This design comes from an exercise in tuning for small area, a short achievable clock period and few clock cycles per item on the open sky130 flow, not from production work. No functional check of the RTL was part of any run shown here.

==> flow/design.v <==
package jac_pkg;
    localparam int ADC_BITS_DEF = 10;
    localparam int SPD_W        = 8;
    localparam int NUM_AXES     = 4;
    localparam int OUT_W        = 40;
    localparam logic [6:0] TICK_MAX       = 7'd127;
    localparam logic [6:0] INTERVAL_RESET = 7'd100;
    localparam logic [7:0] MAX_SPEED_RESET = 8'd2;
    localparam logic [7:0] SPEED_DIV_RESET = 8'd20;
    localparam int LANE_LAT = 10;
endpackage
module jac_axis_lane (
    input  logic       clk,
    input  logic [9:0] sample,
    input  logic [9:0] origin,
    input  logic [9:0] axis_min,
    input  logic [9:0] axis_max,
    input  logic [7:0] ms1,          
    input  logic [9:0] ms3,          
    input  logic [7:0] dv1,          
    input  logic [9:0] dv3,          
    output logic [7:0] speed,
    output logic       neg,
    output logic [7:0] uprod,        
    output logic       sat_g         
);
    localparam logic [6:0] PCT_FULL = 7'd100;
    function automatic logic fix(input logic a, input logic zero, input logic clamp,
                                 input int j);
        fix = zero ? 1'b0 : (clamp ? PCT_FULL[j] : a);
    endfunction
    function automatic logic [8:0] qstep4(input logic [6:0] rem, input logic [1:0] bb,
                                          input logic [7:0] d1, input logic [9:0] d3);
        logic [10:0] s1, s2, s3;
        logic [1:0]  k;
        logic [8:0]  t, r;
        t  = {rem, bb};
        s1 = {2'b0, t} - {3'b0, d1};
        s2 = {2'b0, t} - {2'b0, d1, 1'b0};
        s3 = {2'b0, t} - {1'b0, d3};
        if (!s3[10])      begin k = 2'd3; r = s3[8:0]; end
        else if (!s2[10]) begin k = 2'd2; r = s2[8:0]; end
        else if (!s1[10]) begin k = 2'd1; r = s1[8:0]; end
        else              begin k = 2'd0; r = t;       end
        qstep4 = {k, r[6:0]};
    endfunction
    function automatic logic [13:0] pstep4(input logic [11:0] hi, input logic [9:0] sp,
                                           input logic [11:0] sp3);
        logic [12:0] s1, s2, s3;
        logic [1:0]  k;
        logic [11:0] r;
        s1 = {1'b0, hi} - {3'b0, sp};
        s2 = {1'b0, hi} - {2'b0, sp, 1'b0};
        s3 = {1'b0, hi} - {1'b0, sp3};
        if (!s3[12])      begin k = 2'd3; r = s3[11:0]; end
        else if (!s2[12]) begin k = 2'd2; r = s2[11:0]; end
        else if (!s1[12]) begin k = 2'd1; r = s1[11:0]; end
        else              begin k = 2'd0; r = hi;       end
        pstep4 = {k, r};
    endfunction
    function automatic logic [9:0] msel(input logic [1:0] k, input logic [7:0] m1,
                                        input logic [9:0] m3);
        case (k)
            2'd0: msel = 10'd0;
            2'd1: msel = {2'b0, m1};
            2'd2: msel = {1'b0, m1, 1'b0};
            default: msel = m3;
        endcase
    endfunction
    logic [10:0] a_diff, a_ndiff, a_sn, a_sp;
    logic        a_neg;
    always_comb
    begin
        a_diff  = {1'b0, sample} - {1'b0, origin};
        a_ndiff = {1'b0, origin} - {1'b0, sample};
        a_sn    = {1'b0, origin} - {1'b0, axis_min};
        a_sp    = {1'b0, axis_max} - {1'b0, origin};
        a_neg   = a_diff[10];
    end
    logic [9:0]  ra_dlt;
    logic [10:0] ra_spn;
    logic        ra_neg;
    always_ff @(posedge clk)
    begin
        ra_dlt <= a_neg ? a_ndiff[9:0] : a_diff[9:0];
        ra_spn <= a_neg ? a_sn : a_sp;
        ra_neg <= a_neg;
    end
    logic [10:0] b_cmp;
    always_comb
        b_cmp = {1'b0, ra_dlt} - {1'b0, ra_spn[9:0]};
    logic [16:0] rb_n;
    logic [9:0]  rb_sp;
    logic [11:0] rb_sp3;
    logic        rb_neg, rb_zero, rb_clamp;
    always_ff @(posedge clk)
    begin
        rb_n     <= {1'b0, ra_dlt, 6'd0} + {2'b0, ra_dlt, 5'd0} + {5'b0, ra_dlt, 2'd0};
        rb_sp    <= ra_spn[9:0];
        rb_sp3   <= {2'b0, ra_spn[9:0]} + {1'b0, ra_spn[9:0], 1'b0};
        rb_neg   <= ra_neg;
        rb_zero  <= ra_spn[10] || (ra_spn[9:0] == 10'd0);
        rb_clamp <= !b_cmp[10];
    end
    logic [13:0] d1_p;
    always_comb
        d1_p = pstep4(rb_n[16:5], rb_sp, rb_sp3);
    logic [14:0] r1_r;
    logic [9:0]  r1_sp;
    logic [11:0] r1_sp3;
    logic        r1_neg, r1_zero, r1_clamp;
    logic [1:0]  r1_a;
    always_ff @(posedge clk)
    begin
        r1_r     <= {d1_p[9:0], rb_n[4:0]};
        r1_sp    <= rb_sp;
        r1_sp3   <= rb_sp3;
        r1_neg   <= rb_neg;
        r1_zero  <= rb_zero;
        r1_clamp <= rb_clamp;
        r1_a     <= {fix(d1_p[13], rb_zero, rb_clamp, 6), fix(d1_p[12], rb_zero, rb_clamp, 5)};
    end
    logic [13:0] d2_p;
    logic [8:0]  d2_q;
    always_comb
    begin
        d2_p = pstep4(r1_r[14:3], r1_sp, r1_sp3);
        d2_q = qstep4(7'd0, r1_a, dv1, dv3);
    end
    logic [12:0] r2_r;
    logic [9:0]  r2_sp;
    logic [11:0] r2_sp3;
    logic        r2_neg, r2_zero, r2_clamp;
    logic [1:0]  r2_a;
    logic [6:0]  r2_qr;
    logic [1:0]  r2_q;
    logic [9:0]  r2_z;
    always_ff @(posedge clk)
    begin
        r2_r     <= {d2_p[9:0], r1_r[2:0]};
        r2_sp    <= r1_sp;
        r2_sp3   <= r1_sp3;
        r2_neg   <= r1_neg;
        r2_zero  <= r1_zero;
        r2_clamp <= r1_clamp;
        r2_a     <= {fix(d2_p[13], r1_zero, r1_clamp, 4), fix(d2_p[12], r1_zero, r1_clamp, 3)};
        r2_qr    <= d2_q[6:0];
        r2_q     <= d2_q[8:7];
        r2_z     <= msel(r1_a, ms1, ms3);
    end
    logic [13:0] d3_p;
    logic [8:0]  d3_q;
    always_comb
    begin
        d3_p = pstep4(r2_r[12:1], r2_sp, r2_sp3);
        d3_q = qstep4(r2_qr, r2_a, dv1, dv3);
    end
    logic [10:0] r3_r;
    logic [9:0]  r3_sp;
    logic        r3_neg, r3_zero, r3_clamp;
    logic [1:0]  r3_a;
    logic [6:0]  r3_qr;
    logic [3:0]  r3_q;
    logic [11:0] r3_z;
    always_ff @(posedge clk)
    begin
        r3_r     <= {d3_p[9:0], r2_r[0]};
        r3_sp    <= r2_sp;
        r3_neg   <= r2_neg;
        r3_zero  <= r2_zero;
        r3_clamp <= r2_clamp;
        r3_a     <= {fix(d3_p[13], r2_zero, r2_clamp, 2), fix(d3_p[12], r2_zero, r2_clamp, 1)};
        r3_qr    <= d3_q[6:0];
        r3_q     <= {r2_q, d3_q[8:7]};
        r3_z     <= {r2_z, 2'b0} + {2'b0, msel(r2_a, ms1, ms3)};
    end
    logic [11:0] d4_c;
    logic [8:0]  d4_q;
    always_comb
    begin
        d4_c = {1'b0, r3_r} - {2'b0, r3_sp};
        d4_q = qstep4(r3_qr, r3_a, dv1, dv3);
    end
    logic        r4_neg, r4_a0;
    logic [6:0]  r4_qr;
    logic [5:0]  r4_q;
    logic [13:0] r4_z;
    always_ff @(posedge clk)
    begin
        r4_neg <= r3_neg;
        r4_a0  <= fix(!d4_c[11], r3_zero, r3_clamp, 0);
        r4_qr  <= d4_q[6:0];
        r4_q   <= {r3_q, d4_q[8:7]};
        r4_z   <= {r3_z, 2'b0} + {4'b0, msel(r3_a, ms1, ms3)};
    end
    logic [8:0] d5_t;
    always_comb
        d5_t = {1'b0, r4_qr, r4_a0} - {1'b0, dv1};
    logic        r5_neg;
    logic [6:0]  r5_q;
    logic [14:0] r5_z;
    always_ff @(posedge clk)
    begin
        r5_neg <= r4_neg;
        r5_q   <= {r4_q, !d5_t[8]};
        r5_z   <= {r4_z, 1'b0} + (r4_a0 ? {7'b0, ms1} : 15'd0);
    end
    logic [14:0] f1_pp [7];
    logic [14:0] f1_s1, f1_c1, f1_s2, f1_c2, f1_s3, f1_c3, f1_s4, f1_c4, f1_s5, f1_c5;
    logic        f1_hi;
    always_comb
    begin
        f1_hi = 1'b0;
        for (int i = 0; i < 7; i++)
        begin
            f1_pp[i] = r5_q[i] ? 15'({r5_z, 7'd0} >> (7 - i)) : 15'd0;
            f1_pp[i][14] = 1'b0;
            f1_hi = f1_hi || (r5_q[i] && ((r5_z >> (14 - i)) != 15'd0));
        end
        f1_s1 = f1_pp[0] ^ f1_pp[1] ^ f1_pp[2];
        f1_c1 = ((f1_pp[0] & f1_pp[1]) | (f1_pp[0] & f1_pp[2]) | (f1_pp[1] & f1_pp[2])) << 1;
        f1_s2 = f1_pp[3] ^ f1_pp[4] ^ f1_pp[5];
        f1_c2 = ((f1_pp[3] & f1_pp[4]) | (f1_pp[3] & f1_pp[5]) | (f1_pp[4] & f1_pp[5])) << 1;
        f1_s3 = f1_s1 ^ f1_c1 ^ f1_pp[6];
        f1_c3 = ((f1_s1 & f1_c1) | (f1_s1 & f1_pp[6]) | (f1_c1 & f1_pp[6])) << 1;
        f1_s4 = f1_s2 ^ f1_c2 ^ f1_s3;
        f1_c4 = ((f1_s2 & f1_c2) | (f1_s2 & f1_s3) | (f1_c2 & f1_s3)) << 1;
        f1_s5 = f1_s4 ^ f1_c4 ^ f1_c3;
        f1_c5 = ((f1_s4 & f1_c4) | (f1_s4 & f1_c3) | (f1_c4 & f1_c3)) << 1;
        f1_hi = f1_hi || f1_s1[14] || f1_c1[14] || f1_s2[14] || f1_c2[14] || f1_s3[14]
              || f1_c3[14] || f1_s4[14] || f1_c4[14] || f1_s5[14] || f1_c5[14];
    end
    logic        r6_neg, r6_sat;
    logic [13:0] r6_s, r6_c;
    always_ff @(posedge clk)
    begin
        r6_neg <= r5_neg;
        r6_sat <= f1_hi;
        r6_s   <= f1_s5[13:0];
        r6_c   <= f1_c5[13:0];
    end
    logic [14:0] f2_x;
    always_comb
        f2_x = {1'b0, r6_s} + {1'b0, r6_c};
    logic        r7_neg, r7_sat;
    logic [13:0] r7_x;
    always_ff @(posedge clk)
    begin
        r7_neg <= r6_neg;
        r7_sat <= r6_sat || (f2_x >= 15'd12800);
        r7_x   <= f2_x[13:0];
    end
    logic [11:0] g_y;
    logic [22:0] g_t1, g_t2, g_t3, g_t4, g_s1, g_c1, g_s2, g_c2, g_p;
    always_comb
    begin
        g_y  = r7_x[13:2];
        g_t1 = {1'b0, g_y, 10'd0};
        g_t2 = {3'b0, g_y, 8'd0};
        g_t3 = {6'b0, g_y, 5'd0};
        g_t4 = ~{11'd0, g_y};
        g_s1 = g_t1 ^ g_t2 ^ g_t3;
        g_c1 = ((g_t1 & g_t2) | (g_t1 & g_t3) | (g_t2 & g_t3)) << 1;
        g_s2 = g_s1 ^ g_c1 ^ g_t4;
        g_c2 = ((g_s1 & g_c1) | (g_s1 & g_t4) | (g_c1 & g_t4)) << 1;
        g_p  = g_s2 + (g_c2 | 23'd1);
    end
    logic [6:0] r8_s;
    logic       r8_neg;
    always_ff @(posedge clk)
    begin
        r8_s   <= r7_sat ? 7'd127 : g_p[21:15];
        r8_neg <= r7_neg;
    end
    assign sat_g = r7_sat;
    logic [7:0] h_pp [4];
    logic [7:0] h_s1, h_c1, h_s2, h_c2;
    always_comb
    begin
        speed = r8_neg ? 8'(-{1'b0, r8_s}) : {1'b0, r8_s};
        neg   = r8_neg;
        for (int i = 0; i < 4; i++)
        begin
            case ((i < 3) ? r8_s[2*i +: 2] : {1'b0, r8_s[6]})
                2'd0: h_pp[i] = 8'd0;
                2'd1: h_pp[i] = 8'(dv1 << (2 * i));
                2'd2: h_pp[i] = 8'(dv1 << (2 * i + 1));
                default: h_pp[i] = 8'(dv3 << (2 * i));
            endcase
        end
        h_s1 = h_pp[0] ^ h_pp[1] ^ h_pp[2];
        h_c1 = ((h_pp[0] & h_pp[1]) | (h_pp[0] & h_pp[2]) | (h_pp[1] & h_pp[2])) << 1;
        h_s2 = h_s1 ^ h_c1 ^ h_pp[3];
        h_c2 = ((h_s1 & h_c1) | (h_s1 & h_pp[3]) | (h_c1 & h_pp[3])) << 1;
        uprod = h_s2 + h_c2;
    end
endmodule
import jac_pkg::*;
module joystick_axes_to_cursor_motion_unit #(
    parameter int ADC_BITS = jac_pkg::ADC_BITS_DEF
) (
    input  logic                          clk,
    input  logic                          rst_n,
    input  logic                          s_axis_tvalid,
    output logic                          s_axis_tready,
    input  logic [((4*ADC_BITS+8)/8)*8-1:0] s_axis_tdata,
    output logic                          m_axis_tvalid,
    input  logic                          m_axis_tready,
    output logic [jac_pkg::OUT_W-1:0]     m_axis_tdata,
    input  logic                          cfg_we,
    input  logic [2:0]                    cfg_addr,
    input  logic [(ADC_BITS > 8 ? ADC_BITS : 8)-1:0] cfg_data
);
    localparam int QD = 6;               
    localparam int FD = LANE_LAT + 4;    
    logic [9:0] origin_reg [NUM_AXES];
    logic [9:0] amin_reg, amax_reg;
    logic [7:0] max_speed_reg, speed_div_reg;
    logic [6:0] ticks_reg, interval_reg;
    logic       rdy_reg;
    logic       pend_reg;            
    logic [FD-1:0] fed_reg;          
    logic       ivl_wait_reg;        
    logic       allow1_reg;          
    logic       spec_reg;            
    logic       spec_fed_reg;        
    logic       early_reg;           
    logic       dfix_reg;            
    logic       dfix_s_reg;          
    logic       dfix_fed_reg;        
    logic [1:0] rb_cnt_reg;          
    logic       res_done_reg;        
    logic [QD-1:0] q_v, q_upd, q_prs;  
    logic          out_valid_reg, out_upd_reg, out_prs_reg;
    logic [35:0]   out_res_reg;
    logic [9:0]  smp_reg [NUM_AXES];
    logic [7:0]  spd_reg [3];
    logic [7:0]  spd3_reg;
    logic [7:0]  u1_reg, u2_reg;     
    logic        n1_reg, n2_reg;     
    logic [9:0]  rsel_reg, osel_reg;  
    logic [3:0]  flag_reg;           
    logic [7:0]  lane_speed, lane_uprod;
    logic        lane_neg;
    logic [7:0]  dv1_reg;            
    logic [9:0]  dv3_reg, ms3_reg;   
    logic [6:0]  ivl127_reg;         
    logic        nz127_reg;          
    logic        lane_sat;
    logic [7:0]  u127, m127;
    always_ff @(posedge clk)
    begin
        dv1_reg <= (speed_div_reg == 8'd0) ? 8'd1 : speed_div_reg;
        dv3_reg <= (speed_div_reg == 8'd0) ? 10'd3
                 : {2'b0, speed_div_reg} + {1'b0, speed_div_reg, 1'b0};
        ms3_reg <= {2'b0, max_speed_reg} + {1'b0, max_speed_reg, 1'b0};
        ivl127_reg <= (m127 >= 8'd100) ? 7'd1 : 7'(8'd100 - m127);
        nz127_reg  <= u127 != 8'd0;
    end
    always_comb
    begin
        u127 = {dv1_reg[0], 7'd0} - dv1_reg;
        m127 = u127[7] ? 8'(-u127) : u127;
    end
    jac_axis_lane u_lane (
        .clk       (clk),
        .sample    (rsel_reg),
        .origin    (osel_reg),
        .axis_min  (amin_reg),
        .axis_max  (amax_reg),
        .ms1       (max_speed_reg),
        .ms3       (ms3_reg),
        .dv1       (dv1_reg),
        .dv3       (dv3_reg),
        .speed     (lane_speed),
        .neg       (lane_neg),
        .uprod     (lane_uprod),
        .sat_g     (lane_sat)
    );
    logic       in_fire, report;
    logic [6:0] ticks_inc;
    logic       out_take, out_load, feed_go, res_last;
    logic       cap_x, cap_y, cap_x2;
    logic       head_ok;
    logic [QD-1:0] q_v_next, q_upd_next, q_prs_next, q_kept;
    logic       ivl_s, ivl_x, ivl_y, resolve, spec_keep, spec_drop, res_win;
    logic       ivl_wait_next, allow1_next, spec_next, spec_fed_next;
    logic       early_next, pend_next;
    logic [6:0] ticks_next, ivl_after;
    logic [FD-1:0] fed_next;
    logic       smp_free_next;
    logic [7:0] m_sel, m_mag;
    logic signed [7:0] vx, vy;
    logic [6:0] ivl_new;
    always_comb
    begin
        in_fire   = s_axis_tvalid && rdy_reg;
        ticks_inc = (ticks_reg == TICK_MAX) ? TICK_MAX : ticks_reg + 7'd1;
        report    = ivl_wait_reg ? !allow1_reg : (ticks_reg >= interval_reg);
        out_take  = out_valid_reg && m_axis_tready;
        cap_x     = fed_reg[LANE_LAT];
        cap_y     = fed_reg[LANE_LAT + 1];
        cap_x2    = fed_reg[LANE_LAT + 2];
        res_last  = fed_reg[LANE_LAT + 3];
        head_ok   = q_v[0] && (!q_upd[0] || res_done_reg || res_last);
        out_load  = head_ok && (!out_valid_reg || m_axis_tready);
        ivl_s   = fed_reg[LANE_LAT - 1] && lane_sat && nz127_reg && !dfix_reg;
        ivl_x   = cap_y && (u1_reg != 8'd0) && !early_reg;
        ivl_y   = cap_x2 && (u2_reg == 8'd0) && (u1_reg != 8'd0) && !early_reg;
        resolve = ivl_s || ivl_x || (cap_x2 && !early_reg);
        m_sel     = u1_reg;
        m_mag     = m_sel[7] ? 8'(-m_sel) : m_sel;
        ivl_new   = (m_mag >= 8'd100) ? 7'd1 : 7'(8'd100 - m_mag);
        ivl_after = ivl_s ? ivl127_reg : (ivl_x || ivl_y) ? ivl_new : interval_reg;
        vx        = n2_reg ? 8'(-u2_reg) : u2_reg;
        vy        = n1_reg ? 8'(-u1_reg) : u1_reg;
        spec_keep = resolve && spec_reg && (ivl_after == 7'd1);
        spec_drop = resolve && spec_reg && (ivl_after != 7'd1);
        res_win   = fed_reg[LANE_LAT - 1] || cap_y || cap_x2;
        feed_go   = (pend_reg || (in_fire && report)) && !(spec_reg && res_win)
                 && !fed_reg[0] && !fed_reg[1] && !fed_reg[2]
                 && (rb_cnt_reg == 2'd0
                     || (rb_cnt_reg == 2'd1 && q_upd[0] && (!out_valid_reg || m_axis_tready)));
        for (int i = 0; i < QD; i++)
        begin
            q_kept[i] = out_load ? ((i < QD - 1) ? q_v[(i + 1) % QD] : 1'b0) : q_v[i];
            if (q_kept[i])
            begin
                q_upd_next[i] = out_load ? q_upd[(i + 1) % QD] : q_upd[i];
                q_prs_next[i] = out_load ? q_prs[(i + 1) % QD] : q_prs[i];
            end
            else
            begin
                q_upd_next[i] = report;
                q_prs_next[i] = !s_axis_tdata[NUM_AXES*ADC_BITS];
            end
            q_v_next[i] = q_kept[i] || (in_fire && (i == 0 || q_kept[(i + QD - 1) % QD]));
        end
        if (dfix_reg)
            for (int i = 1; i < QD; i++)
                if (q_v[i] && (i == QD - 1 || !q_v[(i + 1) % QD]))
                begin
                    if (out_load)
                        q_upd_next[i - 1] = 1'b0;
                    else
                        q_upd_next[i] = 1'b0;
                end
        fed_next = {fed_reg[FD-2:0], feed_go};
        if (dfix_reg)
        begin
            fed_next[LANE_LAT-3:2] = '0;
            if (!dfix_s_reg)
                fed_next[LANE_LAT+2:LANE_LAT-2] = '0;
        end
        pend_next = (pend_reg || (in_fire && report)) && !feed_go && !spec_drop;
        ticks_next = ticks_reg;
        if (in_fire)
            ticks_next = report ? 7'd0 : ticks_inc;
        if (spec_drop)
            ticks_next = 7'd2;
        ivl_wait_next = ivl_wait_reg;
        allow1_next   = allow1_reg;
        spec_next     = spec_reg;
        spec_fed_next = spec_fed_reg || (spec_reg && feed_go);
        if (resolve)
        begin
            if (spec_keep)
            begin
                spec_next   = 1'b0;
                allow1_next = 1'b1;
            end
            else
            begin
                ivl_wait_next = 1'b0;
                spec_next     = 1'b0;
            end
        end
        if (in_fire)
        begin
            if (!ivl_wait_reg)
            begin
                ivl_wait_next = report;
                allow1_next   = report;
            end
            else if (allow1_reg)
                allow1_next   = 1'b0;
            else
            begin
                spec_next     = 1'b1;
                spec_fed_next = feed_go;
            end
        end
        if (!spec_next)
            spec_fed_next = 1'b0;
        early_next = cap_x2 ? 1'b0 : (ivl_s || ivl_x) ? 1'b1 : early_reg;
        smp_free_next = !pend_next && !fed_next[0] && !fed_next[1];
    end
    always_ff @(posedge clk or negedge rst_n)
    begin
        if (!rst_n)
        begin
            ticks_reg     <= '0;
            interval_reg  <= INTERVAL_RESET;
            rdy_reg       <= 1'b1;
            pend_reg      <= 1'b0;
            fed_reg       <= '0;
            ivl_wait_reg  <= 1'b0;
            allow1_reg    <= 1'b0;
            spec_reg      <= 1'b0;
            spec_fed_reg  <= 1'b0;
            early_reg     <= 1'b0;
            dfix_reg      <= 1'b0;
            dfix_s_reg    <= 1'b0;
            dfix_fed_reg  <= 1'b0;
            rb_cnt_reg    <= '0;
            res_done_reg  <= 1'b0;
            q_v           <= '0;
            q_upd         <= '0;
            q_prs         <= '0;
            out_valid_reg <= 1'b0;
            out_upd_reg   <= 1'b0;
            out_prs_reg   <= 1'b0;
            for (int i = 0; i < NUM_AXES; i++)
                origin_reg[i] <= 10'd512;
            amin_reg      <= '0;
            amax_reg      <= 10'd1023;
            max_speed_reg <= MAX_SPEED_RESET;
            speed_div_reg <= SPEED_DIV_RESET;
        end
        else
        begin
            ticks_reg <= ticks_next;
            if (ivl_s || ivl_x || ivl_y)
                interval_reg <= ivl_after;
            rdy_reg      <= !q_v_next[QD-1]
                         && (resolve || !ivl_wait_next || allow1_next
                             || (!spec_next && ticks_next == 7'd1 && smp_free_next
                                 && !fed_next[LANE_LAT-1] && !fed_next[LANE_LAT+1]
                                 && !fed_next[LANE_LAT+2]));
            ivl_wait_reg <= ivl_wait_next;
            allow1_reg   <= allow1_next;
            spec_reg     <= spec_next;
            spec_fed_reg <= spec_fed_next;
            early_reg    <= early_next;
            pend_reg <= pend_next;
            fed_reg  <= fed_next;
            rb_cnt_reg <= rb_cnt_reg + 2'(feed_go) - 2'(out_load && q_upd[0])
                        - 2'(dfix_reg && dfix_fed_reg);
            dfix_reg     <= spec_drop;
            dfix_s_reg   <= ivl_s;
            dfix_fed_reg <= spec_fed_reg;
            if (out_load && q_upd[0])
                res_done_reg <= 1'b0;
            else if (res_last)
                res_done_reg <= 1'b1;
            q_v   <= q_v_next;
            q_upd <= q_upd_next;
            q_prs <= q_prs_next;
            if (out_load)
            begin
                out_valid_reg <= 1'b1;
                out_upd_reg   <= q_upd[0];
                out_prs_reg   <= q_prs[0];
            end
            else if (m_axis_tready)
                out_valid_reg <= 1'b0;
            if (cfg_we)
            begin
                case (cfg_addr)
                    3'd0: origin_reg[0] <= cfg_data[9:0];
                    3'd1: origin_reg[1] <= cfg_data[9:0];
                    3'd2: origin_reg[2] <= cfg_data[9:0];
                    3'd3: origin_reg[3] <= cfg_data[9:0];
                    3'd4: amin_reg      <= cfg_data[9:0];
                    3'd5: amax_reg      <= cfg_data[9:0];
                    3'd6: max_speed_reg <= cfg_data[7:0];
                    3'd7: speed_div_reg <= cfg_data[7:0];
                    default: ;
                endcase
            end
        end
    end
    always_ff @(posedge clk)
    begin
        if (in_fire && report)
            for (int i = 0; i < NUM_AXES; i++)
                smp_reg[i] <= s_axis_tdata[i*ADC_BITS +: ADC_BITS];
        if (cap_x)
            spd_reg[0] <= lane_speed;
        if (cap_y)
            spd_reg[1] <= lane_speed;
        if (cap_x2)
        begin
            spd_reg[2] <= lane_speed;
            flag_reg   <= {vy < -8'sd5, vy > 8'sd5, vx < -8'sd5, vx > 8'sd5};
        end
        if (out_load)
            out_res_reg <= q_upd[0] ? {flag_reg, res_last ? lane_speed : spd3_reg, spd_reg[2],
                                       spd_reg[1], spd_reg[0]}
                                    : 36'd0;
    end
    always_ff @(posedge clk)
        if (res_last)
            spd3_reg <= lane_speed;
    always_ff @(posedge clk)
    begin
        u1_reg <= lane_uprod;
        u2_reg <= u1_reg;
        n1_reg <= lane_neg;
        n2_reg <= n1_reg;
        if (fed_reg[0])
        begin
            rsel_reg <= smp_reg[1];
            osel_reg <= origin_reg[1];
        end
        else if (fed_reg[1])
        begin
            rsel_reg <= smp_reg[2];
            osel_reg <= origin_reg[2];
        end
        else if (fed_reg[2])
        begin
            rsel_reg <= smp_reg[3];
            osel_reg <= origin_reg[3];
        end
        else
        begin
            rsel_reg <= pend_reg ? smp_reg[0] : s_axis_tdata[ADC_BITS-1:0];
            osel_reg <= origin_reg[0];
        end
    end
    assign s_axis_tready = rdy_reg;
    assign m_axis_tvalid = out_valid_reg;
    assign m_axis_tdata  = {2'b00, out_upd_reg, out_prs_reg, out_res_reg};
endmodule
==> flow/flow/run.sh <==
#!/bin/bash
# Standard ORFS layout (the standard.sh, standard synthesis unchanged),
# except that the port buffers inserted before global placement are buf_2
# cells instead of the cell buffer_ports picks by default.
set -euo pipefail
export BUFFER_PORTS_ARGS="-buffer_cell sky130_fd_sc_hd__buf_2"
bash standard.sh finish > standard_finish.log 2>&1
==> flow/standard.sh <==
#!/bin/bash
# synth_recipe.tcl (not shown) runs the flow's synth.tcl, then flattens the netlist and writes it again
# the make line also repeats each setting of config.mk as NAME=value (left out here)
make -C /OpenROAD-flow-scripts/flow DESIGN_CONFIG=/design/flow/config.mk WORK_HOME=/design/flow/orfs CLKGATE_MAP_FILE= SYNTH_SCRIPT=/design/flow/synth_recipe.tcl "${@:-finish}"
==> flow/config.mk <==
export PLATFORM = sky130hd
export DESIGN_NAME = joystick_axes_to_cursor_motion_unit
export DESIGN_NICKNAME = joystick_axes_to_cursor_motion_unit
export VERILOG_FILES = /design/flow/design.v
export SDC_FILE = /design/flow/constraint.sdc
export NUM_CORES = 4
export LEC_CHECK = 0
export CAP_MARGIN = 20
export CORE_MARGIN = 2
export CORE_UTILIZATION = 65
export SETUP_SLACK_MARGIN = 5.0
export SLEW_MARGIN = 20
==> flow/constraint.sdc <==
create_clock -name core_clock -period 8.0 [get_ports {clk}]
set_input_delay 1.6000 -clock core_clock [delete_from_list [all_inputs] [get_ports {clk}]]
set_output_delay 1.6000 -clock core_clock [all_outputs]
set_load 0.01 [all_outputs]
==> out/summary.md, run 1 <==
Run status
* complete, no violations — result of the run

Timing
* 3.44 ns — final critical path time including I/O delays and setup
* 0.0200 ns — final setup skew
* 39.7% — worst slew slack as a fraction of its limit
* 0 — final setup violation count
* 43.0% — ratio of final minimum period to clock period
* 0.290 GHz — achievable frequency
* 0 ns — final total negative setup slack
* 4.56 ns — smallest setup slack after layout
* yes — setup repair after global routing missed its margin
* 0 — count of final hold-check violations
* 0.900 ns — actual slew at the worst max-slew pin
* 0 — final max-slew violation count

Setup path
* fa_1 — slowest CP cell
* 8.50 ns — required time worst endpoint
* 0.55 ns — peak per-stage delay on the critical path
* 3.94 ns — signal arrival time at the worst endpoint
* flip-flop — Setup crit end kind
* 4 — highest fanout seen on the critical path
* flip-flop to flip-flop — type of the worst setup path
* flip-flop — Worst setup SP type
* fa_1 — cell mode on critical path
* fa_1 > fa_1 > ha_1 > a21o_1 > a211oi_2 > nor2_1 > o41a_1 > o41ai_2 > o21bai_1 > a2111o_1 > o21a_1 — cells along the critical path

Clock tree
* 3 — H-Tree Level Count
* 68 — Inserted Clock Buffers
* clkbuf_16 — clock tree root driver cell
* yes — clock tree from TritonCTS
* 3 — buffer depth of the longest clock path
* 0 — hold-fix buffer count after cts
* 0.06 ns — clock-pin slew on the worst setup and hold paths
* 625 — total clock sinks
* 0.62 ns — insertion delay of the later-clocked pin in the worst-skew pair

Floorplanning
* 54800 um2 — placeable core region
* 239 um — floorplan die height
* 65.4% — initial cell density of the core
* 86 — Cell Rows
* 108 — IO Pins
* 57000 um2 — Die ar.
* 239 um — die extent in x

Yosys
* dfxtp_1 — most common cell in the netlist
* 383 x dfxtp_1, 361 x ha_1, 347 x inv_1, 222 x nand2_1, 217 x nor2_1 — most instantiated cells after synthesis
* 7 — yosys synthesis warning count
* dfxtp_1 — Synth area leader
* 35800 um2 — netlist area before placement
* 3612 — Mapped Cells
* 9.92 um2 — mean instance size in the synthesized netlist
* 21.4% — top cell type's share of synthesized area
* 39.8% — part of the Yosys area used for sequential elements
* 22.1% — fraction of synthesis flops using an asynchronous set or reset pin
* 96 — number of library cell types mapped by synthesis
* 104 — Post-synth EDFFs
* dfxtp_1 — leading register cell type out of synthesis
* dfxtp_1 21%, ha_1 13%, edfxtp_1 8.7% — dominant cells by area after synthesis
* 625 — post-synthesis sequential element count

Global route
* 80 — largest net degree at the start of global routing
* 27.5% — total track usage
* 0 — number of antenna violations at the first check in global routing
* 0 — Congestion Overflow GR
* 129 mm — global-route wire length before repair
* 26400 — vias in the first global route

Routing
* 0 — count of unresolved DRC violations after routing
* 1632 — Iter 0 DRT Violations
* 5.81 — drt via density
* 17.5 um — average wire length per cell after detail routing
* 0 — antenna-violating nets left
* 6 — number of detailed-routing iterations run before antenna repair
* 79.1 mm — total length of routed wires
* 26200 — number of vias in the routed layout

Cells and area
* 0 — antenna cell count
* 14.9% — share of post-route cells with drive strength above 1
* 4282 — fin nets
* 3897 — number of fill cells
* 40600 um2 — final design area excluding fillers
* 13.2% — area delta synth->final
* 20400 um2 — multi-input combinational cell area
* 14400 um2 — Sequential Area

Worst hold path
* flip-flop to flip-flop — Hold/Removal Path Class

Placed design
* 98 — IO Port Bufs
* 3.72 ns — post-place setup slack
* 0.924 — final weighted congestion in routability-driven placement
* 37000 um2 — placed cell area
* 57.4 mm — detailed-placement wirelength estimate

Flow run
* 0 — number of max-cap violations

-- layer usage --
metal / track usage, % / up-vias / share of wire, %
met5: 0 / - / 0
met4: 7.71 / 0 / 2.4
met3: 3.87 / 145 / 4.2
met2: 47.3 / 590 / 49
met1: 36.5 / 12600 / 44
li1: - / 12900 / -
-- timing repair --
item                                    in CTS  in global routing
buffers inserted                            31                 32
pin swaps                                   24                 45
gates cloned                                 0                  1
hold endpoints to repair                     0                  0
endpoints found under the setup margin      73                 79
gates resized for setup                     87                104
-- cells by family (layout without fill, tap and decap cells) --
kind of cell | after synthesis | in the layout | synth area share, %
simple gates | 890 | 891 | 12.6
compound gates | 803 | 803 | 14.6
flops | 625 | 625 | 39.8
fa+ha+maj | 460 | 460 | 18.1
buf+inv | 459 | 656 | 4.90
xor+xnor | 198 | 198 | 4.84
mux | 176 | 176 | 5.20
other cells | 1 | 2 | 0.0105
-- final cells by class --
type / instances / area share [%]
repair buffers: 179 / 2.81
flip-flops and latches: 625 / 35.4
multi-input cells: 2530 / 50.3
clock inverters: 35 / 1.12
inverters: 352 / 3.34
well taps: 704 / 2.17
clock buffers: 90 / 4.89
-- stage by stage --
step | utilization [%] | hold slack, ns | instances
floorplan | - | 0.310 | 3613
global placement | 67.5 | 0.310 | 4325
global route | 74.1 | 0.329 | 4515
CTS | 72.9 | 0.326 | 4481
finish | 74.1 | 0.324 | 4515
detailed placement | 67.5 | 0.312 | 4325
-- critical path, delay by kind of cell, from the launching register on --
kind	cells	cell delay, ns
simple gates	1	0.09
flops	1	0.36
fa+ha+maj	3	1.28
compound gates	7	1.63
-- final timing paths --
| path | depth (start not counted) | end | startpoint | slack (ns) |
|---|---|---|---|---|
| setup / recovery | 11 | u_lane.r8_s[6] | u_lane.r7_x[5] | 4.56 |
| hold / removal | 0 | u_lane.r5_q[2] | u_lane.r4_q[1] | 0.32 |
| setup reg to reg | 11 | u_lane.r8_s[6] | u_lane.r7_x[5] | 4.56 |
| hold reg to reg | 0 | u_lane.r5_q[2] | u_lane.r4_q[1] | 0.32 |
| max in group asynchronous | 2 | ticks_reg[0] | rst_n | 5.91 |
| min in group asynchronous | 1 | q_prs[3] | rst_n | 0.95 |
-- layout by cell type, fill, tap and decap left out, types with 13 or more instances in the layout --
master / Yosys / layout
ha_1: 361 / 350
dfxtp_1: 383 / 348
inv_1: 347 / 336
nand2_1: 222 / 216
nor2_1: 217 / 210
o21ai_0: 195 / 187
a21oi_1: 198 / 183
xnor2_1: 138 / 135
and2_1: 125 / 125
dfrtp_1: 117 / 114
edfxtp_1: 104 / 104
buf_2: 5 / 100
fa_1: 99 / 98
mux2i_1: 93 / 93
mux2_2: 83 / 83
clkbuf_16: 0 / 74
nor2b_1: 74 / 72
buf_4: 5 / 69
a21o_1: 63 / 63
xor2_1: 60 / 60
nor3_1: 55 / 49
o21a_1: 47 / 46
nand2b_1: 44 / 43
nand3_1: 34 / 33
o21bai_1: 29 / 28
a211oi_1: 28 / 26
o211ai_1: 22 / 22
dfstp_2: 21 / 21
and3_1: 20 / 20
dfxtp_4: 0 / 20
or3_1: 19 / 19
a21boi_0: 26 / 18
o31ai_1: 20 / 18
a31oi_1: 21 / 18
a22oi_1: 15 / 15
dfxtp_2: 0 / 15
a21oi_2: 0 / 14
a22o_1: 13 / 13
o22ai_1: 13 / 13
==> inputs of run 2 (changes only) <==
--- a/flow/design.v
+++ b/flow/design.v
@@ -252,17 +252,17 @@
     end
     logic [11:0] g_y;
-    logic [22:0] g_t1, g_t2, g_t3, g_t4, g_s1, g_c1, g_s2, g_c2, g_p;
+    logic [16:0] g_t1, g_t2, g_t3, g_t4, g_s1, g_c1, g_s2, g_c2, g_p;
     always_comb
     begin
         g_y  = r7_x[13:2];
-        g_t1 = {1'b0, g_y, 10'd0};
-        g_t2 = {3'b0, g_y, 8'd0};
-        g_t3 = {6'b0, g_y, 5'd0};
-        g_t4 = ~{11'd0, g_y};
+        g_t1 = {g_y, 5'd0};
+        g_t2 = {2'b0, g_y, 3'd0};
+        g_t3 = {5'b0, g_y};
+        g_t4 = ~{10'd0, g_y[11:5]};
         g_s1 = g_t1 ^ g_t2 ^ g_t3;
         g_c1 = ((g_t1 & g_t2) | (g_t1 & g_t3) | (g_t2 & g_t3)) << 1;
         g_s2 = g_s1 ^ g_c1 ^ g_t4;
         g_c2 = ((g_s1 & g_c1) | (g_s1 & g_t4) | (g_c1 & g_t4)) << 1;
-        g_p  = g_s2 + (g_c2 | 23'd1);
+        g_p  = g_s2 + (g_c2 | {16'd0, g_y[4:0] == 5'd0});
     end
     logic [6:0] r8_s;
@@ -270,5 +270,5 @@
     always_ff @(posedge clk)
     begin
-        r8_s   <= r7_sat ? 7'd127 : g_p[21:15];
+        r8_s   <= g_p[16:10] | {7{r7_sat}};
         r8_neg <= r7_neg;
     end
==> out/summary.md, run 2 <==
Timing
* 3.08 ns — final critical path time including I/O delays and setup, was 3.44 ns
* 0 — count of final hold-check violations, unchanged
* 4.92 ns — smallest setup slack after layout, was 4.56 ns
* 0 ns — final total negative setup slack, unchanged
* 0 — final setup violation count, unchanged
* 1.16 ns — actual slew at the worst max-slew pin, was 0.900 ns
* yes — setup repair after global routing missed its margin, unchanged
* 22.2% — worst slew slack as a fraction of its limit, was 39.7%
* 0.0229 ns — final setup skew, was 0.0200 ns
* 0 — final max-slew violation count, unchanged
* 0.325 ns — Final Hold Slack, was 0.324 ns
* 0.325 GHz — achievable frequency, was 0.290 GHz
* 38.5% — ratio of final minimum period to clock period, was 43.0%

Setup path
* 3.54 ns — signal arrival time at the worst endpoint, was 3.94 ns
* fa_1 — slowest CP cell, unchanged
* flip-flop to flip-flop — type of the worst setup path, unchanged
* flip-flop — Worst setup SP type, unchanged
* flip-flop — Setup crit end kind, unchanged
* 0.57 ns — peak per-stage delay on the critical path, was 0.55 ns
* 4 — highest fanout seen on the critical path, unchanged
* fa_1 > fa_1 > ha_4 > a21o_1 > a21oi_2 > o22ai_4 > o221ai_2 > o21ai_2 > or4_1 > o21ai_1 > a21oi_1 — cells along the critical path, was fa_1 > fa_1 > ha_1 > a21o_1 > a211oi_2 > nor2_1 > o41a_1 > o41ai_2 > o21bai_1 > a2111o_1 > o21a_1
* 8.46 ns — required time worst endpoint, was 8.50 ns
* fa_1 — cell mode on critical path, unchanged
* 0 — CP bufs+invs, unchanged
* adder cells — kind of cell adding the most delay to the critical path, was compound AO/OA/AOI/OAI gates

Clock tree
* clkbuf_16 — clock tree root driver cell, unchanged
* 625 — total clock sinks, unchanged
* 3 — H-Tree Level Count, unchanged
* 0.61 ns — insertion delay of the later-clocked pin in the worst-skew pair, was 0.62 ns
* 3 — buffer depth of the longest clock path, unchanged
* 67 — Inserted Clock Buffers, was 68
* 0.06 ns — clock-pin slew on the worst setup and hold paths, about the same
* yes — clock tree from TritonCTS, unchanged

Flow run
* 0 — number of max-cap violations, unchanged

Yosys
* dfxtp_1 — leading register cell type out of synthesis, unchanged
* 35500 um2 — netlist area before placement, was 35800 um2
* 14.2% — fraction of the mapped netlist area in compound gates, was 14.6%
* 104 — Post-synth EDFFs, unchanged
* 7 — yosys synthesis warning count, unchanged
* dfxtp_1 22%, ha_1 13%, edfxtp_1 8.8% — dominant cells by area after synthesis, was dfxtp_1 21%, ha_1 13%, edfxtp_1 8.7%
* dfxtp_1 — most common cell in the netlist, unchanged
* 40.2% — part of the Yosys area used for sequential elements, was 39.8%
* 383 x dfxtp_1, 361 x ha_1, 355 x inv_1, 241 x a21oi_1, 224 x nor2_1 — most instantiated cells after synthesis, was 383 x dfxtp_1, 361 x ha_1, 347 x inv_1, 222 x nand2_1, 217 x nor2_1
* 3604 — Mapped Cells, was 3612
* 22.1% — fraction of synthesis flops using an asynchronous set or reset pin, unchanged
* 9.86 um2 — mean instance size in the synthesized netlist, was 9.92 um2
* 4.68% — mux cell area share after synthesis, was 5.20%
* 21.6% — top cell type's share of synthesized area, was 21.4%
* 5.10% — area share of xor/xnor cells in the synthesized design, was 4.84%
* adder cells — main combinational cell family by area after synthesis, unchanged
* 90 — number of library cell types mapped by synthesis, was 96
* dfxtp_1 — Synth area leader, unchanged
* 18.3% — adder and majority cell fraction of the synthesized area, was 18.1%
* 12.5% — simple-gate share of the synthesized area, was 12.6%
* 625 — post-synthesis sequential element count, unchanged

Global route
* 132 mm — global-route wire length before repair, was 129 mm
* 7 — number of antenna violations at the first check in global routing, was 0
* 71 — largest net degree at the start of global routing, was 80
* 26500 — vias in the first global route, was 26400
* 29.0% — total track usage, was 27.5%
* 0 — Congestion Overflow GR, unchanged

Floorplanning
* 238 um — floorplan die height, was 239 um
* 65.9% — initial cell density of the core, was 65.4%
* 238 um — die extent in x, was 239 um
* 53900 um2 — placeable core region, was 54800 um2
* 108 — IO Pins, unchanged
* 56500 um2 — Die ar., was 57000 um2
* 85 — Cell Rows, was 86

Cells and area
* 346 x dfxtp_1, 345 x ha_1, 343 x inv_1 — leading cell types in the layout, fill and taps excluded, was 350 x ha_1, 348 x dfxtp_1, 336 x inv_1
* 4279 — fin nets, was 4282
* 13.7% — area delta synth->final, was 13.2%
* 4504 — final instance count without filler cells, was 4515
* 0 — antenna cell count, unchanged
* 15.4% — share of post-route cells with drive strength above 1, was 14.9%
* dfxtp_1 — most frequent standard cell in the layout excluding fill and tap cells, was ha_1

Worst hold path
* flip-flop to flip-flop — Hold/Removal Path Class, unchanged

Placed design
* 98 — IO Port Bufs, unchanged
* 59.7 mm — detailed-placement wirelength estimate, was 57.4 mm
* 0.889 — final weighted congestion in routability-driven placement, was 0.924
* 4.09 ns — post-place setup slack, was 3.72 ns
* 4306 — cell count after placement, was 4325

Routing
* 5 — number of detailed-routing iterations run before antenna repair, was 6
* 82.3 mm — total length of routed wires, was 79.1 mm
* 5.79 — drt via density, was 5.81
* 1442 — Iter 0 DRT Violations, was 1632
* 0 — count of unresolved DRC violations after routing, unchanged
* 18.3 um — average wire length per cell after detail routing, was 17.5 um
* 0 — antenna-violating nets left, unchanged
* 26100 — number of vias in the routed layout, was 26200

Run status
* complete, no violations — result of the run, unchanged

run 2: cell types whose count changed in the layout (fill, tap and decap cells not counted), sizes merged, moves of 10 or more:
cell / previous run / this run
o211ai: 22 / 10
a21oi: 198 / 241
o21a: 47 / 26
and3: 21 / 11
nand2b: 44 / 56
mux2i: 93 / 75
o21ai: 198 / 214
run 2: layer usage:
| metal | wire [um] | global-route usage [%] | vias up | part of all wire [%] |
|---|---|---|---|---|
| met5 | 7 | 0 | - | 0.0085 |
| met4 | 1980 | 8.42 | 2 | 2.4 |
| met3 | 4030 | 4.38 | 133 | 4.9 |
| met2 | 40500 | 51.0 | 643 | 49 |
| met1 | 35700 | 37.2 | 12600 | 43 |
| li1 | - | - | 12700 | - |
run 2: what timing repair did:
action                     CTS  global route
gates resized for setup    107           112
setup buffers               36            34
pin swaps                   18            33
cloned                       4             0
hold buffers                 0             0
setup endpoints to repair   70            79
run 2: metrics by stage:
stage	instance area [um2]	utilization (%)
2_1_floorplan	35600	-
3_3_place_gp	36700	68.0
3_5_place_dp	36700	68.0
4_1_cts	39700	73.7
5_1_grt	40400	74.9
6_report	40400	74.9
run 2: kinds of logic after synthesis:
group | count (synthesis)
AND/OR/NAND/NOR | 892
AO/OA/AOI/OAI | 794
flip-flops | 625
buffers and inverters | 469
adder cells (fa/ha/maj) | 460
XOR/XNOR | 207
multiplexers | 156
other | 1
run 2: final timing paths:
check | from | endpoint | cells after the start
worst max-delay path | u_lane.r7_x[2] | u_lane.r8_s[6] | 11
worst min-delay path | u_lane.r6_neg | u_lane.r7_neg | 0
worst max register to register | u_lane.r7_x[2] | u_lane.r8_s[6] | 11
worst min register to register | u_lane.r6_neg | u_lane.r7_neg | 0
max in group asynchronous | rst_n | max_speed_reg[2] | 2
min in group asynchronous | rst_n | origin_reg[0][7] | 1
run 2: final cells by class:
cell class,instances,area (um2)
Multi-Input combinational cell,2512,20100
Fill cell,3801,13500
Sequential cell,625,14400
Timing Repair Buffer,187,1260
Timing Repair inverter,1,16.3
Inverter,359,1410
Tap cell,696,871
Clock buffer,94,1970
Clock inverter,30,375
==> inputs of run 3 (changes only) <==
--- a/flow/config.mk
+++ b/flow/config.mk
@@ -9,4 +9,4 @@
 export CORE_MARGIN = 2
 export CORE_UTILIZATION = 65
-export SETUP_SLACK_MARGIN = 5.0
+export SETUP_SLACK_MARGIN = 4.7
 export SLEW_MARGIN = 20
==> out/summary.md, run 3 <==
Clock tree
* 3 — H-Tree Level Count, unchanged
* 0.06 ns — clock-pin slew on the worst setup and hold paths, about the same
* yes — clock tree from TritonCTS, unchanged
* 3 — buffer depth of the longest clock path, unchanged
* 0.60 ns — insertion delay of the later-clocked pin in the worst-skew pair, was 0.61 ns
* 0 — hold-fix buffer count after cts, unchanged
* 625 — total clock sinks, unchanged
* clkbuf_16 — clock tree root driver cell, unchanged
* 67 — Inserted Clock Buffers, unchanged

Timing
* 0.0203 ns — final setup skew, was 0.0229 ns
* 1.08 ns — actual slew at the worst max-slew pin, was 1.16 ns
* 0 — count of final hold-check violations, unchanged
* yes — setup repair after global routing missed its margin, unchanged
* 0.325 ns — Final Hold Slack, about the same
* 39.6% — ratio of final minimum period to clock period, was 38.5%
* 0 ns — final total negative setup slack, unchanged
* 3.17 ns — final critical path time including I/O delays and setup, was 3.08 ns
* 0 — final setup violation count, unchanged
* 0 — final max-slew violation count, unchanged
* 27.6% — worst slew slack as a fraction of its limit, was 22.2%
* 0.316 GHz — achievable frequency, was 0.325 GHz

Setup path
* u_lane.r5_q[2] — source of the worst register-to-register timing path, was u_lane.r7_x[2]
* flip-flop — Setup crit end kind, unchanged
* flip-flop to flip-flop — type of the worst setup path, unchanged
* 8.43 ns — required time worst endpoint, was 8.46 ns
* u_lane.r5_q[2] — startpoint of the most critical setup path, was u_lane.r7_x[2]
* flip-flop — Worst setup SP type, unchanged
* 8 — depth of the worst register-to-register path, was 11
* u_lane.r6_sat — R2R Path End, was u_lane.r8_s[6]
* 3.60 ns — signal arrival time at the worst endpoint, was 3.54 ns
* 13 — highest fanout seen on the critical path, was 4

Cells and area
* 4239 — fin nets, was 4279
* dfxtp_1 — most frequent standard cell in the layout excluding fill and tap cells, unchanged
* 359 x dfxtp_1, 355 x ha_1, 349 x inv_1 — leading cell types in the layout, fill and taps excluded, was 346 x dfxtp_1, 345 x ha_1, 343 x inv_1
* 0 — antenna cell count, unchanged
* 14300 um2 — Sequential Area, was 14400 um2
* 3993 — number of fill cells, was 3801
* 12.5% — share of post-route cells with drive strength above 1, was 15.4%
* 19700 um2 — multi-input combinational cell area, was 20100 um2
* 11.2% — area delta synth->final, was 13.7%
* 4463 — final instance count without filler cells, was 4504

Placed design
* 98 — IO Port Bufs, unchanged
* 60.2 mm — detailed-placement wirelength estimate, was 59.7 mm
* 0.886 — final weighted congestion in routability-driven placement, was 0.889
* 4305 — cell count after placement, was 4306

Worst hold path
* flip-flop to flip-flop — Hold/Removal Path Class, unchanged
* 0 — number of cells on the worst hold path, unchanged
* u_lane.r4_q[1] — hold path startpoint, was u_lane.r6_neg
* u_lane.r5_q[2] — Worst Hold End, was u_lane.r7_neg

Routing
* 6 — number of detailed-routing iterations run before antenna repair, was 5
* 0 — antenna-violating nets left, unchanged
* 18.0 um — average wire length per cell after detail routing, was 18.3 um
* 0 — count of unresolved DRC violations after routing, unchanged
* 80.2 mm — total length of routed wires, was 82.3 mm
* 25900 — number of vias in the routed layout, was 26100
* 5.80 — drt via density, was 5.79
* 1589 — Iter 0 DRT Violations, was 1442

Floorplanning
* 56500 um2 — Die ar., unchanged
* 53900 um2 — placeable core region, unchanged
* 65.9% — initial cell density of the core, unchanged
* 85 — Cell Rows, unchanged
* 238 um — floorplan die height, unchanged
* 108 — IO Pins, unchanged
* 238 um — die extent in x, unchanged

Flow run
* 0 — number of max-cap violations, unchanged

Yosys
* 21.6% — top cell type's share of synthesized area, unchanged
* 104 — Post-synth EDFFs, unchanged
* dfxtp_1 22%, ha_1 13%, edfxtp_1 8.8% — dominant cells by area after synthesis, unchanged
* 90 — number of library cell types mapped by synthesis, unchanged
* 625 — post-synthesis sequential element count, unchanged
* 22.1% — fraction of synthesis flops using an asynchronous set or reset pin, unchanged
* 40.2% — part of the Yosys area used for sequential elements, unchanged
* dfxtp_1 — leading register cell type out of synthesis, unchanged
* 383 x dfxtp_1, 361 x ha_1, 355 x inv_1, 241 x a21oi_1, 224 x nor2_1 — most instantiated cells after synthesis, unchanged
* 35500 um2 — netlist area before placement, unchanged
* 9.86 um2 — mean instance size in the synthesized netlist, unchanged
* 7 — yosys synthesis warning count, unchanged
* dfxtp_1 — most common cell in the netlist, unchanged
* 3604 — Mapped Cells, unchanged
* dfxtp_1 — Synth area leader, unchanged

Global route
* 4 — number of antenna violations at the first check in global routing, was 7
* 26100 — vias in the first global route, was 26500
* 0 — Congestion Overflow GR, unchanged
* 28.2% — total track usage, was 29.0%
* 78 — largest net degree at the start of global routing, was 71
* 129 mm — global-route wire length before repair, was 132 mm

Run status
* complete, no violations — result of the run, unchanged

## run 3: cell type report
class | count | area share [%]
Multi-Input combinational cell | 2512 | 49.9
Tap cell | 696 | 2.21
Sequential cell | 625 | 36.3
Clock inverter | 35 | 1.08
Clock buffer | 88 | 4.75
Inverter | 359 | 3.54
Timing Repair Buffer | 148 | 2.29
## run 3: cell families after synthesis
kind of cell    Yosys count  share of synthesized area (%)
mux                     156                           4.68
compound gates          794                           14.2
simple gates            892                           12.5
flops                   625                           40.2
buf+inv                 469                           5.05
xor+xnor                207                           5.10
fa+ha+maj               460                           18.3
other cells               1                         0.0106
## run 3: timing repair
| action | CTS | global route |
|---|---|---|
| endpoints found under the setup margin | 57 | 57 |
| resized for setup | 32 | 69 |
| pin swaps | 4 | 10 |
| cloned | 0 | 1 |
| endpoints found under the hold margin | 0 | 0 |
| setup buffers | 10 | 24 |
## run 3: through the flow
stage	util (%)	setup slack, ns	area, um2
4_1_cts	72.5	4.55	39100
3_5_place_dp	67.9	3.44	36600
2_1_floorplan	-	4.65	35600
6_report	73.2	4.83	39500
5_1_grt	73.2	4.65	39500
3_3_place_gp	67.9	3.51	36600
## run 3: worst max path at each step
stage / endpoint / depth (start not counted)
2_1_floorplan: rb_cnt_reg[1] / 9
3_3_place_gp: rb_cnt_reg[1] / 9
3_5_place_dp: rb_cnt_reg[1] / 9
4_1_cts: rb_cnt_reg[1] / 14
5_1_grt: u_lane.r8_s[6] / 12
6_report: u_lane.r6_sat / 8
## run 3: critical path: stages, from the launching register on
cell	delay (ns)
dfxtp_1	0.55
nand2_1	0.12
fa_1	0.48
fa_1	0.51
fa_1	0.49
inv_1	0.05
fa_1	0.41
and4b_1	0.27
o2111ai_1	0.12
## run 3: layer usage
metal / GRT usage (%) / vias to the layer above / share of wire (%) / routed length, um
met5: 0 / - / 0 / 0
met1: 36.3 / 12400 / 44 / 35000
met4: 10.2 / 0 / 3.3 / 2620
met3: 4.59 / 155 / 5.1 / 4070
met2: 48.1 / 665 / 48 / 38500
li1: - / 12600 / - / -
==> inputs of run 4 (changes only) <==
--- a/flow/config.mk
+++ b/flow/config.mk
@@ -8,5 +8,5 @@
 export CAP_MARGIN = 20
 export CORE_MARGIN = 2
-export CORE_UTILIZATION = 65
-export SETUP_SLACK_MARGIN = 4.7
+export CORE_UTILIZATION = 75
+export SETUP_SLACK_MARGIN = 5.0
 export SLEW_MARGIN = 20
==> out/summary.md, run 4 <==
Setup path
* 2 — highest fanout seen on the critical path, was 13
* 0.62 ns — peak per-stage delay on the critical path, was 0.55 ns
* 0 — CP bufs+invs, was 1
* o41ai_1 — slowest CP cell, was dfxtp_1
* 8.48 ns — required time worst endpoint, was 8.43 ns
* flip-flop — Setup crit end kind, unchanged
* ha_1 > a21o_1 > a21oi_1 > nand2b_1 > a21boi_0 > o41ai_1 > o21bai_1 > a21oi_1 > xnor2_1 > a2111o_1 — cells along the critical path, was nand2_1 > fa_1 > fa_1 > fa_1 > inv_1 > fa_1 > and4b_1 > o2111ai_1
* flip-flop — Worst setup SP type, unchanged
* 3.70 ns — signal arrival time at the worst endpoint, was 3.60 ns
* flip-flop to flip-flop — type of the worst setup path, unchanged
* a21oi_1 — cell mode on critical path, was fa_1
* compound AO/OA/AOI/OAI gates — kind of cell adding the most delay to the critical path, was adder cells

Floorplanning
* 222 um — die extent in x, was 238 um
* 79 — Cell Rows, was 85
* 222 um — floorplan die height, was 238 um
* 46700 um2 — placeable core region, was 53900 um2
* 76.1% — initial cell density of the core, was 65.9%
* 49100 um2 — Die ar., was 56500 um2
* 108 — IO Pins, unchanged

Placed design
* 59.8 mm — detailed-placement wirelength estimate, was 60.2 mm
* 98 — IO Port Bufs, unchanged
* 0.906 — final weighted congestion in routability-driven placement, was 0.886

Cells and area
* 4290 — fin nets, was 4239
* 15.6% — share of post-route cells with drive strength above 1, was 12.5%
* 13.7% — area delta synth->final, was 11.2%
* dfxtp_1 — most frequent standard cell in the layout excluding fill and tap cells, unchanged
* 348 x dfxtp_1, 344 x inv_1, 343 x ha_1 — leading cell types in the layout, fill and taps excluded, was 359 x dfxtp_1, 355 x ha_1, 349 x inv_1

Yosys
* 7 — yosys synthesis warning count, unchanged
* dfxtp_1 — leading register cell type out of synthesis, unchanged
* 40.2% — part of the Yosys area used for sequential elements, unchanged
* dfxtp_1 22%, ha_1 13%, edfxtp_1 8.8% — dominant cells by area after synthesis, unchanged
* dfxtp_1 — most common cell in the netlist, unchanged
* 21.6% — top cell type's share of synthesized area, unchanged
* 3604 — Mapped Cells, unchanged
* 383 x dfxtp_1, 361 x ha_1, 355 x inv_1, 241 x a21oi_1, 224 x nor2_1 — most instantiated cells after synthesis, unchanged
* 104 — Post-synth EDFFs, unchanged
* 9.86 um2 — mean instance size in the synthesized netlist, unchanged
* 35500 um2 — netlist area before placement, unchanged
* dfxtp_1 — Synth area leader, unchanged
* 22.1% — fraction of synthesis flops using an asynchronous set or reset pin, unchanged
* 625 — post-synthesis sequential element count, unchanged
* 90 — number of library cell types mapped by synthesis, unchanged

Run status
* complete, no violations — result of the run, unchanged

Clock tree
* 67 — Inserted Clock Buffers, unchanged
* 3 — buffer depth of the longest clock path, unchanged
* yes — clock tree from TritonCTS, unchanged
* 0.62 ns — insertion delay of the later-clocked pin in the worst-skew pair, was 0.60 ns
* 0 — hold-fix buffer count after cts, unchanged
* 0.06 ns — clock-pin slew on the worst setup and hold paths, about the same
* 625 — total clock sinks, unchanged
* 3 — H-Tree Level Count, unchanged
* clkbuf_16 — clock tree root driver cell, unchanged

Timing
* 0 ns — final total negative setup slack, unchanged
* 0 — final setup violation count, unchanged
* 3.21 ns — final critical path time including I/O delays and setup, was 3.17 ns
* 0 — count of final hold-check violations, unchanged
* 0.0233 ns — final setup skew, was 0.0203 ns
* yes — setup repair after global routing missed its margin, unchanged
* 0.311 GHz — achievable frequency, was 0.316 GHz
* 0.980 ns — actual slew at the worst max-slew pin, was 1.08 ns
* 0 — final max-slew violation count, unchanged
* 40.1% — ratio of final minimum period to clock period, was 39.6%
* 34.7% — worst slew slack as a fraction of its limit, was 27.6%

Routing
* 26 — number of detailed-routing iterations run before antenna repair, was 6
* 20.1 um — average wire length per cell after detail routing, was 18.0 um
* 0 — count of unresolved DRC violations after routing, unchanged
* 2100 — Iter 0 DRT Violations, was 1589
* 88.8 mm — total length of routed wires, was 80.2 mm
* 6.21 — drt via density, was 5.80
* 0 — antenna-violating nets left, unchanged
* 27500 — number of vias in the routed layout, was 25900

Global route
* 27800 — vias in the first global route, was 26100
* 3 — number of antenna violations at the first check in global routing, was 4
* 138 mm — global-route wire length before repair, was 129 mm
* 0 — Congestion Overflow GR, unchanged
* 80 — largest net degree at the start of global routing, was 78
* 34.6% — total track usage, was 28.2%

Flow run
* 0 — number of max-cap violations, unchanged

Worst hold path
* flip-flop to flip-flop — Hold/Removal Path Class, unchanged

-- run 4: logic make-up (layout without fill, tap and decap cells) --
family	after synthesis	count (layout)	share of synthesized area, %
simple gates	892	894	12.5
fa+ha+maj	460	460	18.3
buf+inv	469	681	5.05
mux	156	156	4.68
flops	625	625	40.2
compound gates	794	794	14.2
xor+xnor	207	207	5.10
other cells	1	3	0.0106
-- run 4: cell type report --
type                       instances  area, um2
inverter                         359       1410
clock buffer                      92       1960
fill                            2332       6270
antenna                            1       2.50
sequential                       625      14400
multi-input combinational       2513      20100
clock inverter                    32        454
timing repair buffer             197       1350
tap                              607        759
timing repair inverter             1       11.3
-- run 4: stage by stage --
| step | worst slack (ns) | hold WS (ns) | area (um2) | util (%) | cells |
|---|---|---|---|---|---|
| 2_1_floorplan | 4.80 | 0.310 | 35600 | - | 3605 |
| 5_1_grt | 4.73 | 0.329 | 40400 | 86.5 | 4426 |
| 4_1_cts | 4.86 | 0.326 | 39600 | 84.9 | 4374 |
| 6_report | 4.79 | 0.325 | 40400 | 86.6 | 4427 |
| 3_3_place_gp | 4.07 | 0.310 | 36600 | 78.4 | 4219 |
| 3_5_place_dp | 4.02 | 0.312 | 36600 | 78.4 | 4219 |
-- run 4: worst paths after layout --
check | startpoint | to | slack, ns | depth (start not counted)
worst max-delay path | u_lane.r6_c[5] | u_lane.r7_sat | 4.79 | 10
min in group asynchronous | rst_n | origin_reg[0][8] | 0.93 | 1
worst min-delay path | u_lane.r4_q[1] | u_lane.r5_q[2] | 0.33 | 0
max in group asynchronous | rst_n | max_speed_reg[2] | 5.59 | 2
worst min register to register | u_lane.r4_q[1] | u_lane.r5_q[2] | 0.33 | 0
worst max register to register | u_lane.r6_c[5] | u_lane.r7_sat | 4.79 | 10
-- run 4: worst register-to-register path, stage by stage, from the launching register on --
cell	delay, ns
dfxtp_1	0.33
ha_1	0.30
a21o_1	0.20
a21oi_1	0.32
nand2b_1	0.21
a21boi_0	0.16
o41ai_1	0.62
o21bai_1	0.16
a21oi_1	0.25
xnor2_1	0.17
a2111o_1	0.38
-- run 4: routing by layer --
| metal | routed length [um] | track usage, % | up-vias |
|---|---|---|---|
| li1 | - | - | 12700 |
| met1 | 34600 | 41.7 | 13300 |
| met2 | 44700 | 61.3 | 1167 |
| met3 | 5610 | 5.70 | 309 |
| met4 | 3860 | 15.1 | 4 |
| met5 | 32 | 0 | - |
-- run 4: repair_timing --
action,CTS,global route
gates resized for setup,104,114
pin swaps,21,35
setup buffers,29,49
gates cloned,2,3
endpoints found under the setup margin,73,83
==> inputs of run 5 (changes only) <==
--- a/flow/config.mk
+++ b/flow/config.mk
@@ -6,7 +6,8 @@
 export NUM_CORES = 4
 export LEC_CHECK = 0
+export ABC_CLOCK_PERIOD_IN_PS = 3000
 export CAP_MARGIN = 20
 export CORE_MARGIN = 2
-export CORE_UTILIZATION = 75
+export CORE_UTILIZATION = 65
 export SETUP_SLACK_MARGIN = 5.0
 export SLEW_MARGIN = 20
==> out/summary.md, run 5 <==
Run status
* complete, no violations — result of the run, unchanged

Clock tree
* 0.61 ns — insertion delay of the later-clocked pin in the worst-skew pair, was 0.62 ns
* 3 — H-Tree Level Count, unchanged
* yes — clock tree from TritonCTS, unchanged
* 0 — hold-fix buffer count after cts, unchanged
* 67 — Inserted Clock Buffers, unchanged

Cells and area
* 3801 — number of fill cells, was 2332
* 15.4% — share of post-route cells with drive strength above 1, was 15.6%
* 13.7% — area delta synth->final, about the same
* 346 x dfxtp_1, 345 x ha_1, 343 x inv_1 — leading cell types in the layout, fill and taps excluded, was 348 x dfxtp_1, 344 x inv_1, 343 x ha_1

Placed design
* 4.09 ns — post-place setup slack, was 4.02 ns
* 59.7 mm — detailed-placement wirelength estimate, was 59.8 mm
* 0.889 — final weighted congestion in routability-driven placement, was 0.906
* 98 — IO Port Bufs, unchanged

Yosys
* dfxtp_1 22%, ha_1 13%, edfxtp_1 8.8% — dominant cells by area after synthesis, unchanged
* 383 x dfxtp_1, 361 x ha_1, 355 x inv_1, 241 x a21oi_1, 224 x nor2_1 — most instantiated cells after synthesis, unchanged
* 90 — number of library cell types mapped by synthesis, unchanged
* dfxtp_1 — most common cell in the netlist, unchanged
* 35500 um2 — netlist area before placement, unchanged
* dfxtp_1 — leading register cell type out of synthesis, unchanged
* 625 — post-synthesis sequential element count, unchanged
* 21.6% — top cell type's share of synthesized area, unchanged

Routing
* 18.3 um — average wire length per cell after detail routing, was 20.1 um
* 26100 — number of vias in the routed layout, was 27500
* 5.79 — drt via density, was 6.21

Timing
* 0 — count of final hold-check violations, unchanged
* yes — setup repair after global routing missed its margin, unchanged
* 0 — final max-slew violation count, unchanged
* 0.325 GHz — achievable frequency, was 0.311 GHz
* 1.16 ns — actual slew at the worst max-slew pin, was 0.980 ns
* 4.92 ns — smallest setup slack after layout, was 4.79 ns
* 0 — final setup violation count, unchanged
* 0 ns — final total negative setup slack, unchanged

Floorplanning
* 85 — Cell Rows, was 79
* 56500 um2 — Die ar., was 49100 um2

Flow run
* 0 — number of max-cap violations, unchanged

Global route
* 29.0% — total track usage, was 34.6%
* 132 mm — global-route wire length before repair, was 138 mm
* 7 — number of antenna violations at the first check in global routing, was 3

Setup path
* 3.54 ns — signal arrival time at the worst endpoint, was 3.70 ns
* 8.46 ns — required time worst endpoint, was 8.48 ns
* flip-flop to flip-flop — type of the worst setup path, unchanged

Worst hold path
* flip-flop to flip-flop — Hold/Removal Path Class, unchanged

## run 5: cell counts after synthesis
Identical to the previous run, type by type.
## run 5: path summary, 6_finish.rpt
| check | start | to | cells after the start |
|---|---|---|---|
| setup reg to reg | u_lane.r7_x[2] | u_lane.r8_s[6] | 11 |
| min in group asynchronous | rst_n | origin_reg[0][7] | 1 |
| setup / recovery | u_lane.r7_x[2] | u_lane.r8_s[6] | 11 |
| hold / removal | u_lane.r6_neg | u_lane.r7_neg | 0 |
| max in group asynchronous | rst_n | max_speed_reg[2] | 2 |
| hold reg to reg | u_lane.r6_neg | u_lane.r7_neg | 0 |
## run 5: metal layers
metal  share of wire (%)  track usage [%]  vias up
met2                  49             51.0      643
met4                 2.4             8.42        2
li1                    -                -    12700
met3                 4.9             4.38      133
met1                  43             37.2    12600
met5              0.0085                0        -
## run 5: cells by family after synthesis
logic type      synth area share [%]
simple gates                    12.5
compound gates                  14.2
xor+xnor                        5.10
mux                             4.68
other cells                   0.0106
buf+inv                         5.05
flops                           40.2
fa+ha+maj                       18.3
## run 5: area by class of cell
type	instances	area, um2	area share [%]
clock buffers	94	1970	4.87
clock inverters	30	375	0.929
flip-flops and latches	625	14400	35.6
multi-input cells	2512	20100	49.8
well taps	696	871	2.16
inverters	359	1410	3.48
repair buffers	187	1260	3.13
repair inverters	1	16.3	0.0403
## run 5: worst max-delay path, delay by kind of cell, from the launching register on
family / cells / cell delay, ns
adders and majority gates: 3 / 1.27
AOI/OAI and AO/OA: 7 / 0.93
and+or+nand+nor: 1 / 0.39
DFF: 1 / 0.35
## run 5: timing repair
action | 4_1_cts | 5_1_grt
cloned | 4 | 0
pin swaps | 18 | 33
endpoints found under the setup margin | 70 | 79
buffers inserted | 36 | 34
gates resized for setup | 107 | 112
## run 5: metrics by stage
stage,hold slack [ns],area (um2)
6_report,0.325,40400
5_1_grt,0.329,40400
4_1_cts,0.325,39700
3_5_place_dp,0.312,36700
3_3_place_gp,0.310,36700
2_1_floorplan,0.310,35600

port drivers added, routing unchanged:
Ports are ideal in the flow. The routed layouts listed here were re-timed in OpenROAD.
Step 1 (the two cells are an assumption about what drives the block):
set clk [get_ports {clk}]
set_driving_cell -lib_cell sky130_fd_sc_hd__clkbuf_16 $clk
set_driving_cell -lib_cell sky130_fd_sc_hd__buf_2 [delete_from_list [all_inputs] $clk]
Step 2 adds t to the input delays and takes it off the output delays; t is the mean of the earliest and latest rising clock arrival at the registers after step 1. Input paths then give back, and output paths get back, about the clock's delay inside the block.
Slacks: ideal / step 1 / step 2; pairs: ideal / step 1.
| run | shift t [ns] | setup WS [ns] | latest minus earliest clock arrival (ns) | worst data-port slew with drivers (ns) |
|---|---|---|---|---|
| run 1 | 0.669 | 4.556 / 4.556 / 4.463 | 0.025 / 0.025 | 0.05 |
| run 2 | 0.653 | 4.924 / 4.924 / 4.499 | 0.028 / 0.028 | 0.06 |
| run 3 | 0.651 | 4.834 / 4.834 / 4.270 | 0.022 / 0.021 | 0.06 |
| run 4 | 0.667 | 4.789 / 4.789 / 4.392 | 0.029 / 0.029 | 0.08 |
| run 5 | 0.653 | 4.924 / 4.924 / 4.499 | 0.028 / 0.028 | 0.06 |
After both steps setup and hold are still met in every run listed. The setup slack of run 3, which loses most, moves by 0.000 ns with the drivers and by -0.564 ns with both steps.
